Source: an optimization exercise on an open RTL-to-GDS flow (aim: small area, a short achievable clock period and few clock cycles per item). Production flows keep margins and buffers that such runs may drop.
Only simulation tests tie the RTL to the original design; equivalence was not proved.
Power figures rest on the tool's default switching activity, not on a simulated workload.

==> design.v <==
`timescale 1ns/1ps
`default_nettype none
package ooo_pkg;
    localparam int REG_ADDR_LEN = 5;    
    localparam int REG_NUM      = 32;   
    localparam int DATA_WIDTH   = 32;   
    localparam int FUNC_WIDTH = 3;
    localparam logic [FUNC_WIDTH-1:0] ALU_ADD = 3'd0;   
    localparam logic [FUNC_WIDTH-1:0] ALU_SUB = 3'd1;   
    localparam logic [FUNC_WIDTH-1:0] ALU_AND = 3'd2;
    localparam logic [FUNC_WIDTH-1:0] ALU_OR  = 3'd3;
    localparam logic [FUNC_WIDTH-1:0] ALU_XOR = 3'd4;
    localparam logic [FUNC_WIDTH-1:0] ALU_SLL = 3'd5;   
    localparam logic [FUNC_WIDTH-1:0] ALU_SRL = 3'd6;   
    localparam logic [FUNC_WIDTH-1:0] ALU_SLT = 3'd7;
endpackage
`default_nettype wire
`timescale 1ns/1ps
`default_nettype none
import ooo_pkg::*;
module reg_file (
    input  wire                     clk,
    input  wire                     reset,
    input  wire  [REG_ADDR_LEN-1:0] rd_addr1,
    input  wire  [REG_ADDR_LEN-1:0] rd_addr2,
    input  wire                     wr_en,
    input  wire  [REG_ADDR_LEN-1:0] wr_addr,
    input  wire  [DATA_WIDTH-1:0]   wr_data,
    output logic [DATA_WIDTH-1:0]   rd_data1,
    output logic [DATA_WIDTH-1:0]   rd_data2
);
    logic [DATA_WIDTH-1:0] regs [1:REG_NUM-1];
    logic [DATA_WIDTH-1:0] wd_lo, wd_hi;
    assign wd_lo = wr_data & {DATA_WIDTH{~reset}};
    assign wd_hi = wr_data | {DATA_WIDTH{reset}};
    always_ff @(posedge clk) begin
        for (int r = 1; r < REG_NUM; r++) begin
            if (reset || (wr_en && (wr_addr == REG_ADDR_LEN'(r)))) begin
                for (int j = 0; j < DATA_WIDTH; j++) begin
                    regs[r][j] <= ((r >> j) & 1) ? wd_hi[j] : wd_lo[j];
                end
            end
        end
    end
    logic [REG_NUM-1:1] sel1, sel2;
    always_comb begin
        for (int r = 1; r < REG_NUM; r++) begin
            sel1[r] = (rd_addr1 == REG_ADDR_LEN'(r));
            sel2[r] = (rd_addr2 == REG_ADDR_LEN'(r));
        end
    end
    always_comb begin
        rd_data1 = '0;
        rd_data2 = '0;
        for (int r = 1; r < REG_NUM; r++) begin
            rd_data1 = rd_data1 | (regs[r] & {DATA_WIDTH{sel1[r]}});
            rd_data2 = rd_data2 | (regs[r] & {DATA_WIDTH{sel2[r]}});
        end
    end
endmodule
`default_nettype wire
`timescale 1ns/1ps
`default_nettype none
import ooo_pkg::*;
module alu_exec (
    input  wire                     sub,
    input  wire                     left,
    input  wire                     sel_sum,
    input  wire                     sel_and,
    input  wire                     sel_or,
    input  wire                     sel_xor,
    input  wire                     sel_sh,
    input  wire                     sel_slt,
    input  wire  [DATA_WIDTH-1:0]   opa,
    input  wire  [DATA_WIDTH-1:0]   opb,       
    output logic [DATA_WIDTH-1:0]   alu_out
);
    localparam int SHAMT_W = $clog2(DATA_WIDTH);   
    logic [SHAMT_W-1:0] shamt;
    assign shamt = opb[SHAMT_W-1:0];
    logic [DATA_WIDTH-1:0] bx;
    logic [DATA_WIDTH-1:0] p0, g0;
    logic [DATA_WIDTH-1:0] gp [SHAMT_W+1];
    logic [DATA_WIDTH-1:0] pp [SHAMT_W+1];
    logic [DATA_WIDTH-1:0] carry;   
    logic [DATA_WIDTH-1:0] sum;
    assign bx = opb;
    assign p0 = opa ^ bx;
    assign g0 = opa & bx;
    always_comb begin
        gp[0] = g0;
        pp[0] = p0;
        gp[0][0] = g0[0] | (p0[0] & sub);
        for (int l = 0; l < SHAMT_W; l++) begin
            for (int i = 0; i < DATA_WIDTH; i++) begin
                if (i >= (1 << l)) begin
                    gp[l+1][i] = gp[l][i] | (pp[l][i] & gp[l][i - (1 << l)]);
                    pp[l+1][i] = pp[l][i] & pp[l][i - (1 << l)];
                end else begin
                    gp[l+1][i] = gp[l][i];
                    pp[l+1][i] = pp[l][i];
                end
            end
        end
        carry = {gp[SHAMT_W][DATA_WIDTH-2:0], sub};
        sum   = p0 ^ carry;
    end
    logic lt;
    assign lt = (opa[DATA_WIDTH-1] == bx[DATA_WIDTH-1]) ? opa[DATA_WIDTH-1] : sum[DATA_WIDTH-1];
    logic [DATA_WIDTH-1:0] sh_in, sh_out, sh_res;
    always_comb begin
        for (int i = 0; i < DATA_WIDTH; i++) sh_in[i] = left ? opa[DATA_WIDTH-1-i] : opa[i];
        sh_out = sh_in >> shamt;
        for (int i = 0; i < DATA_WIDTH; i++) sh_res[i] = left ? sh_out[DATA_WIDTH-1-i] : sh_out[i];
    end
    assign alu_out = (sum & {DATA_WIDTH{sel_sum}})
                   | ((opa & opb) & {DATA_WIDTH{sel_and}})
                   | ((opa | opb) & {DATA_WIDTH{sel_or}})
                   | ((opa ^ opb) & {DATA_WIDTH{sel_xor}})
                   | (sh_res & {DATA_WIDTH{sel_sh}})
                   | {{(DATA_WIDTH-1){1'b0}}, lt & sel_slt};
endmodule
`default_nettype wire
`timescale 1ns/1ps
`default_nettype none
import ooo_pkg::*;
module ooo_core #(
    parameter int NUM_ENTRIES = 4,   
    parameter int FIFO_DEPTH  = 4    
) (
    input  wire                     clk,
    input  wire                     reset,
    input  wire                     disp_valid,
    input  wire  [FUNC_WIDTH-1:0]   func,
    input  wire  [REG_ADDR_LEN-1:0] dst,
    input  wire  [REG_ADDR_LEN-1:0] inp1,
    input  wire  [REG_ADDR_LEN-1:0] inp2,
    input  wire                     issue,
    output logic                    disp_full,
    output logic                    result_valid,
    output logic [REG_ADDR_LEN-1:0] result_dst,
    output logic [DATA_WIDTH-1:0]   result_data
);
    logic                    issue_q;    
    logic                    accept;
    logic [DATA_WIDTH-1:0]   rf_data1, rf_data2;
    logic                    wb_hit1, wb_hit2;
    logic [DATA_WIDTH-1:0]   rd_data1, rd_data2;
    logic                    ex_valid;
    logic [REG_ADDR_LEN-1:0] ex_dst;
    logic                    sub;          
    logic                    fwd1, fwd2;   
    logic                    ex_sub, ex_left;
    logic                    ex_sel_sum, ex_sel_and, ex_sel_or, ex_sel_xor, ex_sel_sh, ex_sel_slt;
    logic [DATA_WIDTH-1:0]   ex_opa, ex_opb;
    logic [DATA_WIDTH-1:0]   alu_out;
    assign disp_full = !issue_q;
    assign accept    = disp_valid && issue_q;
    always_ff @(posedge clk) begin
        if (reset) begin
            issue_q      <= 1'b0;
            ex_valid     <= 1'b0;
            result_valid <= 1'b0;
        end else begin
            issue_q      <= issue;
            ex_valid     <= accept;
            result_valid <= ex_valid;
        end
    end
    assign wb_hit1  = result_valid && (result_dst != '0) && (inp1 == result_dst);
    assign wb_hit2  = result_valid && (result_dst != '0) && (inp2 == result_dst);
    assign rd_data1 = wb_hit1 ? result_data : rf_data1;
    assign rd_data2 = wb_hit2 ? result_data : rf_data2;
    assign sub = (func == ALU_SUB) || (func == ALU_SLT);
    assign fwd1 = ex_valid && (ex_dst != '0) && (inp1 == ex_dst);
    assign fwd2 = ex_valid && (ex_dst != '0) && (inp2 == ex_dst);
    always_ff @(posedge clk) begin
        ex_dst      <= dst;
        ex_opa      <= fwd1 ? alu_out : rd_data1;
        ex_opb      <= (fwd2 ? alu_out : rd_data2) ^ {DATA_WIDTH{sub}};
        ex_sub      <= sub;
        ex_left     <= (func == ALU_SLL);
        ex_sel_sum  <= (func == ALU_ADD) || (func == ALU_SUB);
        ex_sel_and  <= (func == ALU_AND);
        ex_sel_or   <= (func == ALU_OR);
        ex_sel_xor  <= (func == ALU_XOR);
        ex_sel_sh   <= (func == ALU_SLL) || (func == ALU_SRL);
        ex_sel_slt  <= (func == ALU_SLT);
        result_dst  <= ex_dst;
        result_data <= alu_out;
    end
    reg_file reg_file_i (
        .clk(clk), .reset(reset), .rd_addr1(inp1), .rd_addr2(inp2), .wr_en(result_valid),
        .wr_addr(result_dst), .wr_data(result_data), .rd_data1(rf_data1), .rd_data2(rf_data2)
    );
    alu_exec alu_exec_i (
        .sub(ex_sub), .left(ex_left), .sel_sum(ex_sel_sum), .sel_and(ex_sel_and),
        .sel_or(ex_sel_or), .sel_xor(ex_sel_xor), .sel_sh(ex_sel_sh), .sel_slt(ex_sel_slt),
        .opa(ex_opa), .opb(ex_opb), .alu_out(alu_out)
    );
endmodule
`default_nettype wire
==> run.sh <==
#!/bin/bash
# synth_recipe.tcl (not shown) runs the flow's synth.tcl, then flattens the netlist and writes it again
# the make line also repeats each setting of config.mk as NAME=value (left out here)
make -C /OpenROAD-flow-scripts/flow DESIGN_CONFIG=/design/flow/config.mk WORK_HOME=/design/flow/orfs CLKGATE_MAP_FILE= SYNTH_SCRIPT=/design/flow/synth_recipe.tcl finish
==> config.mk <==
export PLATFORM = sky130hd
export DESIGN_NAME = ooo_core
export DESIGN_NICKNAME = ooo_core
export VERILOG_FILES = /design/flow/design.v
export SDC_FILE = /design/flow/constraint.sdc
export NUM_CORES = 4
export LEC_CHECK = 0
export CAP_MARGIN = 20
export CORE_MARGIN = 2
export CORE_UTILIZATION = 40
export SETUP_SLACK_MARGIN = 4.3
export SLEW_MARGIN = 20
==> constraint.sdc <==
create_clock -name core_clock -period 7.5 [get_ports {clk}]
set_input_delay 1.5000 -clock core_clock [delete_from_list [all_inputs] [get_ports {clk}]]
set_output_delay 1.5000 -clock core_clock [all_outputs]
set_load 0.01 [all_outputs]
==> run summary, run 1 <==
Global routing
• 0 — Congestion Overflow GR
• 43,549 — number of global-route vias before repair
• 0.464 — met1 track utilization from global routing
• 364,000 um — global-route wire length before repair
• 0.403 — combined global-route utilization of all metal layers
• met2 — Most Used Layer, Global Route
• 0.208 — routing usage on met3
• 0.560 — global routing usage on met2
• 18 — antenna violations before repair
• 53 — largest net degree at the start of global routing

Logic synthesis
• 6 — Yosys warning total
• 85 — count of cell types in the netlist
• 992 — EDFF count, synth
• 12.9 sq um — Avg Cell Area, Syn
• sky130_fd_sc_hd__edfxtp_1 — top cell type by total area after synthesis
• 0.623 — sequential share of the synthesized area
• 1,109 — number of register bits inferred by synthesis
• 4,088 — synthesized netlist net count
• 0.578 — Synth top area share
• 4,000 — post-synthesis cell count
• sky130_fd_sc_hd__edfxtp_1 — flip-flop cell with the highest count after synthesis
• sky130_fd_sc_hd__edfxtp_1, sky130_fd_sc_hd__a22oi_1, sky130_fd_sc_hd__dfxtp_1 — dominant cells by area after synthesis
• 0 — fraction of registers with async set/reset
• 51,600 sq um — cell area after synthesis

CTS
• 3 — deepest clock path buffer count
• 3 — H-tree Lvls
• built — clock tree from TritonCTS
• sky130_fd_sc_hd__clkbuf_16 — CTS root buf
• 1,109 — # clock sinks
• 0.06 ns — clock edge transition at the registers on the reported setup and hold paths
• 0.79 ns — clock latency at the later pin of the worst-skew pair
• 111 — total clock buffers created by CTS

Pwr
• 0.00698 W — switching power summed over all nets
• 0.338 — net switching share of the total power
• 0.291 — Clock Power Share
• 0.0206 W — post-layout total power
• 0.251 — part of the total power dissipated in combinational logic
• 0.0137 W — cell-internal power
• 23.1 nW — static leakage power
• 0.458 — register share of total power
• 0.000201 V — highest ir drop seen on vdd
• 321 nW/um^2 — Power Dens Cells

Timing
• 0.0422 ns — clock skew
• true — setup repair after global routing missed its margin
• 4.11 ns — PnR worst setup slack
• 0 — Max Slew Vio Count
• 0.180 — relative max-transition margin
• 1.23 ns — Worst Max-Slew Pin Slew
• 3.39 ns — min Tclk post-route
• 0.452 — Final period util
• 0.295 GHz — fmax
• 0 ns — final sum of negative setup slack
• 0 — endpoints failing setup
• 0 — endpoints failing hold

Floorplan
• 128,000 sq um — placeable core area
• 132,000 sq um — die area
• 363 um — die outline height
• 0.404 — effective utilization at floorplan
• 363 um — die boundary width
• 61 — number of I/O pins
• 131 — site row count

Place
• 0.994 — placer's final routability congestion estimate
• 60 — count of buffers from port buffering
• 2.00 ns — worst slack at placement
• 154,000 um — Detailed Place HPWL
• 5,614 — number of placed cells counting well taps
• 55,500 sq um — placed inst area

Drt
• 47,532 — total number of vias
• 13 — detailed-router iteration count before antenna repair
• 0 — DRC Markers
• 7.73 — number of vias per cell after detailed routing
• 277,000 um — post-detailed-routing wire length
• 0 — number of antenna-violating nets in the routed design
• 45.1 um — Avg WL per Cell
• 12,231 — Iter 0 DRT Violations

Worst setup path
• 4.26 ns — flop-to-flop setup slack
• 8.14 ns — Crit path required time
• 4.02 ns — Worst Path Arrival
• result_dst[1] — source of the worst register-to-register timing path
• 13 — critical path fanouts, max
• flip-flop — category of the worst setup path capture point
• in -> reg — Crit Path Category
• input pin — Worst Setup Start Kind
• 6 — worst reg2reg path depth
• reg_file_i.regs[5][25] — worst r2r dst

Cells and area
• sky130_fd_sc_hd__edfxtp_1, sky130_fd_sc_hd__a22oi_1, sky130_fd_sc_hd__buf_4 — commonest non-fill, non-tap cells in the layout
• 6,146 — fin cells
• 64,300 sq um — post-route cell area
• 0.260 — layout cell share with drive strength beyond 1
• 24.8% — area added between synthesis and finish
• 20,000 sq um — area of combinational cells with multiple inputs
• 4,453 — number of nets in the finished design
• sky130_fd_sc_hd__edfxtp_1 — leading cell type in the layout, fill and taps excluded
• 32,300 sq um — Reg area
• 10,731 — Filler Cell Count

Min path
• reg -> reg — type of the most critical hold path
• ex_dst[4] — source of the worst hold timing path
• result_dst[4] — worst-case hold path end point
• 0 — Min-Delay Path Depth

Status
• no timing/DRC/antenna violations — result of the run

Run
• 0 — MaxCap Viol Count

registers in the layout, summed over array words and instances (netlist names), 5 cells and up:
name / cells
reg_file_i.regs: 992
ex_opa: 32
ex_opb: 32
result_data: 32
ex_dst: 5
result_dst: 5
power by group through the flow:
stage / Clock [W] / Sequential [W] / Combinational (W)
after floorplan: 0 / 0.00885 / 0.00243
after global placement: 0 / 0.00941 / 0.00397
after global routing: 0.00621 / 0.00947 / 0.00529
final: 0.00601 / 0.00945 / 0.00517
after detailed placement: 0 / 0.00939 / 0.00399
after CTS: 0.00596 / 0.00932 / 0.00461
metrics by stage:
stage	util	hold slack, ns
floorplan	-	0.382
global placement	0.434	0.413
detailed placement	0.434	0.404
CTS	0.491	0.408
global route	0.504	0.420
finish	0.504	0.413
timing repair:
item                                    CTS  global route
endpoints found under the setup margin  324           101
buffers inserted                        230            54
hold buffers                              0             0
pin swaps                                91            75
gates resized for setup                 356           221
gates cloned                              8             8
cells in the mapped netlist, types with 10 or more instances:
library cell / number
sky130_fd_sc_hd__o22ai_1: 10
sky130_fd_sc_hd__edfxtp_1: 992
sky130_fd_sc_hd__nor4_1: 10
sky130_fd_sc_hd__o21ai_0: 100
sky130_fd_sc_hd__nor3_1: 85
sky130_fd_sc_hd__o21ai_1: 19
sky130_fd_sc_hd__nand3_1: 109
sky130_fd_sc_hd__o31ai_1: 10
sky130_fd_sc_hd__o211ai_1: 56
sky130_fd_sc_hd__a22oi_1: 645
sky130_fd_sc_hd__nand2_1: 261
sky130_fd_sc_hd__buf_2: 19
sky130_fd_sc_hd__mux4_2: 41
sky130_fd_sc_hd__mux2_2: 25
sky130_fd_sc_hd__a222oi_1: 61
sky130_fd_sc_hd__a21o_1: 14
sky130_fd_sc_hd__xor2_1: 20
sky130_fd_sc_hd__o221ai_1: 11
sky130_fd_sc_hd__or2_2: 11
sky130_fd_sc_hd__nand2b_1: 18
sky130_fd_sc_hd__buf_1: 12
sky130_fd_sc_hd__nor2_1: 160
sky130_fd_sc_hd__mux2i_1: 35
sky130_fd_sc_hd__inv_1: 93
sky130_fd_sc_hd__a22o_1: 130
sky130_fd_sc_hd__nor2b_1: 44
sky130_fd_sc_hd__clkbuf_1: 260
sky130_fd_sc_hd__nand4_1: 113
sky130_fd_sc_hd__a21oi_1: 91
sky130_fd_sc_hd__xnor2_1: 53
sky130_fd_sc_hd__a31oi_1: 21
sky130_fd_sc_hd__ha_1: 64
sky130_fd_sc_hd__dfxtp_1: 117
sky130_fd_sc_hd__a221oi_1: 137
sky130_fd_sc_hd__a211oi_1: 12
cell families (layout without fill, tap and decap cells):
logic type,after synthesis,count (layout),share of synthesized area
flip-flops,1109,1109,0.623
multiplexers,107,107,0.0320
other,0,23,0
adder cells (fa/ha/maj),66,66,0.0163
AND/OR/NAND/NOR,855,858,0.0795
XOR/XNOR,73,73,0.0124
buffers and inverters,397,855,0.0307
AO/OA/AOI/OAI,1393,1393,0.206
worst max-delay path: stages:
cell                       delay, ns
sky130_fd_sc_hd__buf_4          0.16
sky130_fd_sc_hd__or3b_4         0.48
sky130_fd_sc_hd__nor2_4         0.40
sky130_fd_sc_hd__buf_4          0.47
sky130_fd_sc_hd__a22o_1         0.19
sky130_fd_sc_hd__a221oi_1       0.05
sky130_fd_sc_hd__nand4_1        0.14
sky130_fd_sc_hd__nor3_2         0.05
sky130_fd_sc_hd__nand2_1        0.19
sky130_fd_sc_hd__o211ai_1       0.16
sky130_fd_sc_hd__o21ai_0        0.18
how the worst max path moves through the flow:
stage                       start                     end  slack, ns
global route              inp1[1]              ex_opa[20]       4.23
global placement          inp2[0]              ex_opb[22]       2.07
finish                    inp1[3]               ex_opa[9]       4.11
floorplan           result_dst[2]  reg_file_i.regs[21][0]       3.58
detailed placement        inp2[0]              ex_opb[22]       2.00
CTS                     ex_opb[1]              ex_opb[19]       4.22
layout make-up:
type                    count  share of cell area
flip-flops and latches   1109               0.502
multi-input cells        2497               0.311
repair buffers            550              0.0874
clock buffers             147              0.0474
well taps                1662              0.0323
clock inverters            62              0.0130
inverters                  96             0.00595
diodes                     23            0.000894
layer usage:
metal | wire length [um] | part of all wire
met1 | 87200 | 0.31
met2 | 109000 | 0.39
met3 | 49700 | 0.18
met4 | 30700 | 0.11
met5 | 483 | 0.0017
Testbench counts, summed over its fixed seeds: cycles 2,665, insns 2,400.
==> run 2: changes to the inputs <==
--- a/design.v
+++ b/design.v
@@ -23,6 +23,7 @@
     input  wire                     reset,
     input  wire  [REG_ADDR_LEN-1:0] rd_addr1,
     input  wire  [REG_ADDR_LEN-1:0] rd_addr2,
+    input  wire  [REG_NUM-1:1]      stale,
     input  wire                     wr_en,
     input  wire  [REG_ADDR_LEN-1:0] wr_addr,
     input  wire  [DATA_WIDTH-1:0]   wr_data,
@@ -45,8 +46,8 @@
     logic [REG_NUM-1:1] sel1, sel2;
     always_comb begin
         for (int r = 1; r < REG_NUM; r++) begin
-            sel1[r] = (rd_addr1 == REG_ADDR_LEN'(r));
-            sel2[r] = (rd_addr2 == REG_ADDR_LEN'(r));
+            sel1[r] = (rd_addr1 == REG_ADDR_LEN'(r)) && !stale[r];
+            sel2[r] = (rd_addr2 == REG_ADDR_LEN'(r)) && !stale[r];
         end
     end
     always_comb begin
@@ -141,43 +142,48 @@
     output logic [REG_ADDR_LEN-1:0] result_dst,
     output logic [DATA_WIDTH-1:0]   result_data
 );
-    logic                    issue_q;    
     logic                    accept;
+    logic                    sub;          
+    logic [REG_NUM-1:1]      ex_row, wb_row, stale;
     logic [DATA_WIDTH-1:0]   rf_data1, rf_data2;
-    logic                    wb_hit1, wb_hit2;
-    logic [DATA_WIDTH-1:0]   rd_data1, rd_data2;
+    logic                    ex_hit1, ex_hit2, wb_hit1, wb_hit2;
+    logic [DATA_WIDTH-1:0]   op1, op2;
     logic                    ex_valid;
     logic [REG_ADDR_LEN-1:0] ex_dst;
-    logic                    sub;          
-    logic                    fwd1, fwd2;   
     logic                    ex_sub, ex_left;
     logic                    ex_sel_sum, ex_sel_and, ex_sel_or, ex_sel_xor, ex_sel_sh, ex_sel_slt;
     logic [DATA_WIDTH-1:0]   ex_opa, ex_opb;
     logic [DATA_WIDTH-1:0]   alu_out;
-    assign disp_full = !issue_q;
-    assign accept    = disp_valid && issue_q;
+    assign accept = disp_valid && !disp_full;
     always_ff @(posedge clk) begin
         if (reset) begin
-            issue_q      <= 1'b0;
+            disp_full    <= 1'b1;
             ex_valid     <= 1'b0;
             result_valid <= 1'b0;
         end else begin
-            issue_q      <= issue;
+            disp_full    <= !issue;
             ex_valid     <= accept;
             result_valid <= ex_valid;
         end
     end
-    assign wb_hit1  = result_valid && (result_dst != '0) && (inp1 == result_dst);
-    assign wb_hit2  = result_valid && (result_dst != '0) && (inp2 == result_dst);
-    assign rd_data1 = wb_hit1 ? result_data : rf_data1;
-    assign rd_data2 = wb_hit2 ? result_data : rf_data2;
+    always_comb begin
+        for (int r = 1; r < REG_NUM; r++) begin
+            ex_row[r] = ex_valid && (ex_dst == REG_ADDR_LEN'(r));
+            wb_row[r] = result_valid && (result_dst == REG_ADDR_LEN'(r));
+        end
+    end
+    assign stale = ex_row | wb_row;
+    assign ex_hit1 = ex_valid && (ex_dst != '0) && (inp1 == ex_dst);
+    assign ex_hit2 = ex_valid && (ex_dst != '0) && (inp2 == ex_dst);
+    assign wb_hit1 = result_valid && (result_dst != '0) && (inp1 == result_dst) && !ex_hit1;
+    assign wb_hit2 = result_valid && (result_dst != '0) && (inp2 == result_dst) && !ex_hit2;
+    assign op1 = rf_data1 | (result_data & {DATA_WIDTH{wb_hit1}}) | (alu_out & {DATA_WIDTH{ex_hit1}});
+    assign op2 = rf_data2 | (result_data & {DATA_WIDTH{wb_hit2}}) | (alu_out & {DATA_WIDTH{ex_hit2}});
     assign sub = (func == ALU_SUB) || (func == ALU_SLT);
-    assign fwd1 = ex_valid && (ex_dst != '0) && (inp1 == ex_dst);
-    assign fwd2 = ex_valid && (ex_dst != '0) && (inp2 == ex_dst);
     always_ff @(posedge clk) begin
         ex_dst      <= dst;
-        ex_opa      <= fwd1 ? alu_out : rd_data1;
-        ex_opb      <= (fwd2 ? alu_out : rd_data2) ^ {DATA_WIDTH{sub}};
+        ex_opa      <= op1;
+        ex_opb      <= op2 ^ {DATA_WIDTH{sub}};
         ex_sub      <= sub;
         ex_left     <= (func == ALU_SLL);
         ex_sel_sum  <= (func == ALU_ADD) || (func == ALU_SUB);
@@ -190,8 +196,9 @@
         result_data <= alu_out;
     end
     reg_file reg_file_i (
-        .clk(clk), .reset(reset), .rd_addr1(inp1), .rd_addr2(inp2), .wr_en(result_valid),
-        .wr_addr(result_dst), .wr_data(result_data), .rd_data1(rf_data1), .rd_data2(rf_data2)
+        .clk(clk), .reset(reset), .rd_addr1(inp1), .rd_addr2(inp2), .stale(stale),
+        .wr_en(result_valid), .wr_addr(result_dst), .wr_data(result_data),
+        .rd_data1(rf_data1), .rd_data2(rf_data2)
     );
     alu_exec alu_exec_i (
         .sub(ex_sub), .left(ex_left), .sel_sum(ex_sel_sum), .sel_and(ex_sel_and),
--- a/config.mk
+++ b/config.mk
@@ -5,8 +5,9 @@
 export SDC_FILE = /design/flow/constraint.sdc
 export NUM_CORES = 4
 export LEC_CHECK = 0
+export ABC_AREA = 1
 export CAP_MARGIN = 20
 export CORE_MARGIN = 2
 export CORE_UTILIZATION = 40
-export SETUP_SLACK_MARGIN = 4.3
+export SETUP_SLACK_MARGIN = 4.6
 export SLEW_MARGIN = 20
==> run summary, run 2 <==
Drt
• 0 — number of antenna-violating nets in the routed design, unchanged
• 38.3 um — Avg WL per Cell, was 45.1 um
• 328,000 um — post-detailed-routing wire length, was 277,000 um
• 6.66 — number of vias per cell after detailed routing, was 7.73
• 13,077 — Iter 0 DRT Violations, was 12,231
• 11 — detailed-router iteration count before antenna repair, was 13
• 0 — DRC Markers, unchanged
• 57,171 — total number of vias, was 47,532

CTS
• 0.06 ns — clock edge transition at the registers on the reported setup and hold paths, about the same
• 3 — H-tree Lvls, unchanged
• 1,109 — # clock sinks, unchanged
• 3 — deepest clock path buffer count, unchanged
• 117 — total clock buffers created by CTS, was 111
• built — clock tree from TritonCTS, unchanged
• 0.80 ns — clock latency at the later pin of the worst-skew pair, was 0.79 ns
• sky130_fd_sc_hd__clkbuf_16 — CTS root buf, unchanged

Global routing
• 66 — largest net degree at the start of global routing, was 53
• 0 — Congestion Overflow GR, unchanged
• 49,820 — number of global-route vias before repair, was 43,549
• 32 — antenna violations before repair, was 18
• 0.442 — combined global-route utilization of all metal layers, was 0.403
• 424,000 um — global-route wire length before repair, was 364,000 um

Worst setup path
• flip-flop — category of the worst setup path capture point, unchanged
• 18 — critical path fanouts, max, was 13
• in -> reg — Crit Path Category, unchanged
• 3.56 ns — Worst Path Arrival, was 4.02 ns
• 7.99 ns — Crit path required time, was 8.14 ns
• input pin — Worst Setup Start Kind, unchanged

Timing
• 0.246 — relative max-transition margin, was 0.180
• 0.325 GHz — fmax, was 0.295 GHz
• 0.410 — Final period util, was 0.452
• 3.08 ns — min Tclk post-route, was 3.39 ns
• 0 — Max Slew Vio Count, unchanged
• 1.13 ns — Worst Max-Slew Pin Slew, was 1.23 ns
• 0 ns — final sum of negative setup slack, unchanged
• 0 — endpoints failing setup, unchanged
• 0.0601 ns — clock skew, was 0.0422 ns
• 0 — endpoints failing hold, unchanged
• true — setup repair after global routing missed its margin, unchanged

Floorplan
• 378 um — die outline height, was 363 um
• 61 — number of I/O pins, unchanged
• 378 um — die boundary width, was 363 um
• 143,000 sq um — die area, was 132,000 sq um
• 139,000 sq um — placeable core area, was 128,000 sq um
• 137 — site row count, was 131
• 0.402 — effective utilization at floorplan, was 0.404

Cells and area
• 992 — flip-flop count of the largest register after layout, unchanged
• sky130_fd_sc_hd__nand2_1, sky130_fd_sc_hd__edfxtp_1, sky130_fd_sc_hd__inv_1 — commonest non-fill, non-tap cells in the layout, was sky130_fd_sc_hd__edfxtp_1, sky130_fd_sc_hd__a22oi_1, sky130_fd_sc_hd__buf_4
• sky130_fd_sc_hd__nand2_1 — leading cell type in the layout, fill and taps excluded, was sky130_fd_sc_hd__edfxtp_1
• 0.495 — final cell utilization of the core, was 0.504
• 0.172 — layout cell share with drive strength beyond 1, was 0.260
• 23.1% — area added between synthesis and finish, was 24.8%
• reg_file_i.regs — Top reg by flops, unchanged
• 6,639 — number of nets in the finished design, was 4,453

Logic synthesis
• sky130_fd_sc_hd__nand2_1 — most frequently used cell type in the post-synthesis netlist, was sky130_fd_sc_hd__edfxtp_1
• 6,222 — post-synthesis cell count, was 4,000
• 6,310 — synthesized netlist net count, was 4,088
• 0.532 — Synth top area share, was 0.578
• 54 — count of cell types in the netlist, was 85
• 8.99 sq um — Avg Cell Area, Syn, was 12.9 sq um
• sky130_fd_sc_hd__edfxtp_1 — top cell type by total area after synthesis, unchanged
• 6 — Yosys warning total, unchanged
• 0.574 — sequential share of the synthesized area, was 0.623
• 55,900 sq um — cell area after synthesis, was 51,600 sq um
• 992 — EDFF count, synth, unchanged
• sky130_fd_sc_hd__nand2_1, sky130_fd_sc_hd__edfxtp_1, sky130_fd_sc_hd__inv_1 — most numerous cell types in the synthesized netlist, was sky130_fd_sc_hd__edfxtp_1, sky130_fd_sc_hd__a22oi_1, sky130_fd_sc_hd__nand2_1
• sky130_fd_sc_hd__edfxtp_1, sky130_fd_sc_hd__nand2_1, sky130_fd_sc_hd__inv_1 — dominant cells by area after synthesis, was sky130_fd_sc_hd__edfxtp_1, sky130_fd_sc_hd__a22oi_1, sky130_fd_sc_hd__dfxtp_1
• 1,109 — number of register bits inferred by synthesis, unchanged
• 0 — fraction of registers with async set/reset, unchanged
• sky130_fd_sc_hd__edfxtp_1 — flip-flop cell with the highest count after synthesis, unchanged

Place
• 1.03 — placer's final routability congestion estimate, was 0.994
• 60 — count of buffers from port buffering, unchanged
• 189,000 um — Detailed Place HPWL, was 154,000 um

Status
• no timing/DRC/antenna violations — result of the run, unchanged

Pwr
• 0.00667 W — switching power summed over all nets, was 0.00698 W
• 27.8 nW — static leakage power, was 23.1 nW
• 283 nW/um^2 — Power Dens Cells, was 321 nW/um^2
• 0.226 — part of the total power dissipated in combinational logic, was 0.251
• 0.342 — net switching share of the total power, was 0.338
• 0.455 — register share of total power, was 0.458
• 0.0128 W — cell-internal power, was 0.0137 W
• 0.319 — Clock Power Share, was 0.291
• 0.000226 V — highest ir drop seen on vdd, was 0.000201 V

Min path
• reg -> reg — type of the most critical hold path, unchanged

Run
• 0 — MaxCap Viol Count, unchanged

-- run 2: cell count changes after synthesis, moves of 124 or more --
cell	change
sky130_fd_sc_hd__nand2_1	+1533
sky130_fd_sc_hd__inv_1	+665
sky130_fd_sc_hd__a22oi_1	-609
sky130_fd_sc_hd__nor2_1	+481
sky130_fd_sc_hd__nand3_1	+297
sky130_fd_sc_hd__o22ai_1	+229
sky130_fd_sc_hd__clkbuf_1	-190
sky130_fd_sc_hd__a22o_1	-124
-- run 2: path summary, 6_finish.rpt --
kind | from | endpoint | slack, ns | depth (start not counted)
hold / removal | disp_full | ex_valid | 0.42 | 1
setup / recovery | reset | reg_file_i.regs[22][31] | 4.42 | 6
setup reg to reg | ex_opb[0] | ex_opa[4] | 4.55 | 13
hold reg to reg | disp_full | ex_valid | 0.42 | 1
-- run 2: layout make-up --
type	count	area, sq um
antenna	53	133
clock buffer	152	3200
clock inverter	69	827
fill	12944	70300
inverter	831	3630
multi-input combinational	4044	21100
sequential	1109	32400
tap	1876	2350
timing repair buffer	443	5240
timing repair inverter	5	48.8
-- run 2: cells by family after synthesis --
kind of cell / synth area share
xor gates and xnor gates: 0.00235
and+or+nand+nor: 0.232
DFF: 0.574
AOI/OAI and AO/OA: 0.0979
buffers and inverters: 0.0788
adders and majority gates: 0.0150
-- run 2: through the flow --
step | power (W) | cells | area (sq um) | setup WS [ns] | hold slack, ns
global route | 0.0199 | 8535 | 68800 | 4.53 | 0.430
floorplan | 0.0105 | 6222 | 56300 | 4.42 | 0.387
detailed placement | 0.0125 | 8031 | 58700 | 2.25 | 0.405
global placement | 0.0125 | 8031 | 58700 | 2.22 | 0.400
CTS | 0.0189 | 8399 | 66400 | 4.53 | 0.417
finish | 0.0195 | 8582 | 68900 | 4.42 | 0.418
-- run 2: what timing repair did --
item	CTS	global route
hold buffers	0	0
setup buffers	136	120
pin swaps	36	46
cloned	11	8
endpoints found under the setup margin	1108	486
resized for setup	766	281
-- run 2: critical path: stages --
cell and delay (ns):
sky130_fd_sc_hd__buf_2 0.11, sky130_fd_sc_hd__buf_6 0.17, sky130_fd_sc_hd__inv_4 0.42, sky130_fd_sc_hd__bufbuf_16 0.51, sky130_fd_sc_hd__nand2_8 0.28, sky130_fd_sc_hd__buf_8 0.35
-- run 2: power by group through the flow --
stage	clock network [W]	logic, W	registers [W]
3_5_place_dp	0	0.00357	0.00890
2_1_floorplan	0	0.00206	0.00847
4_1_cts	0.00615	0.00393	0.00879
3_3_place_gp	0	0.00356	0.00891
5_1_grt	0.00638	0.00459	0.00889
6_report	0.00622	0.00441	0.00888
-- run 2: metal layers --
metal / track usage / share of wire
met2: 0.604 / 0.39
met1: 0.510 / 0.32
met4: 0.363 / 0.11
met3: 0.232 / 0.18
met5: 0.00412 / 0.0011
Testbench counts of run 2, summed over its fixed seeds: cycles 2,665, insns 2,400.

[port drivers added, routing unchanged]
How much do the figures lean on ideal ports? The routed layouts below were timed once more, with nothing changed but the port constraints. Step 1: set_driving_cell puts a clkbuf_16 on clk and a buf_2 on each other input, an assumption about the parent block. Step 2 also shifts input and output timing later by t, the mid clock arrival at the registers, as if the neighbouring blocks saw the same clock. Three values: ideal, step 1, step 2; two values: the first two.
| run | t, ns | setup WS [ns] | hold slack, ns | worst setup path after step 2 |
|---|---|---|---|---|
| run 1 | 0.843 | 4.111 / 4.119 / 3.275 | 0.413 / 0.413 / 0.413 | input to register |
| run 2 | 0.849 | 4.423 / 4.475 / 3.626 | 0.418 / 0.418 / 0.418 | input to register |
After both steps every run listed still meets setup and hold. For run 1, which loses most, drivers alone change the setup slack by +0.008 ns; drivers and shift together by -0.836 ns.
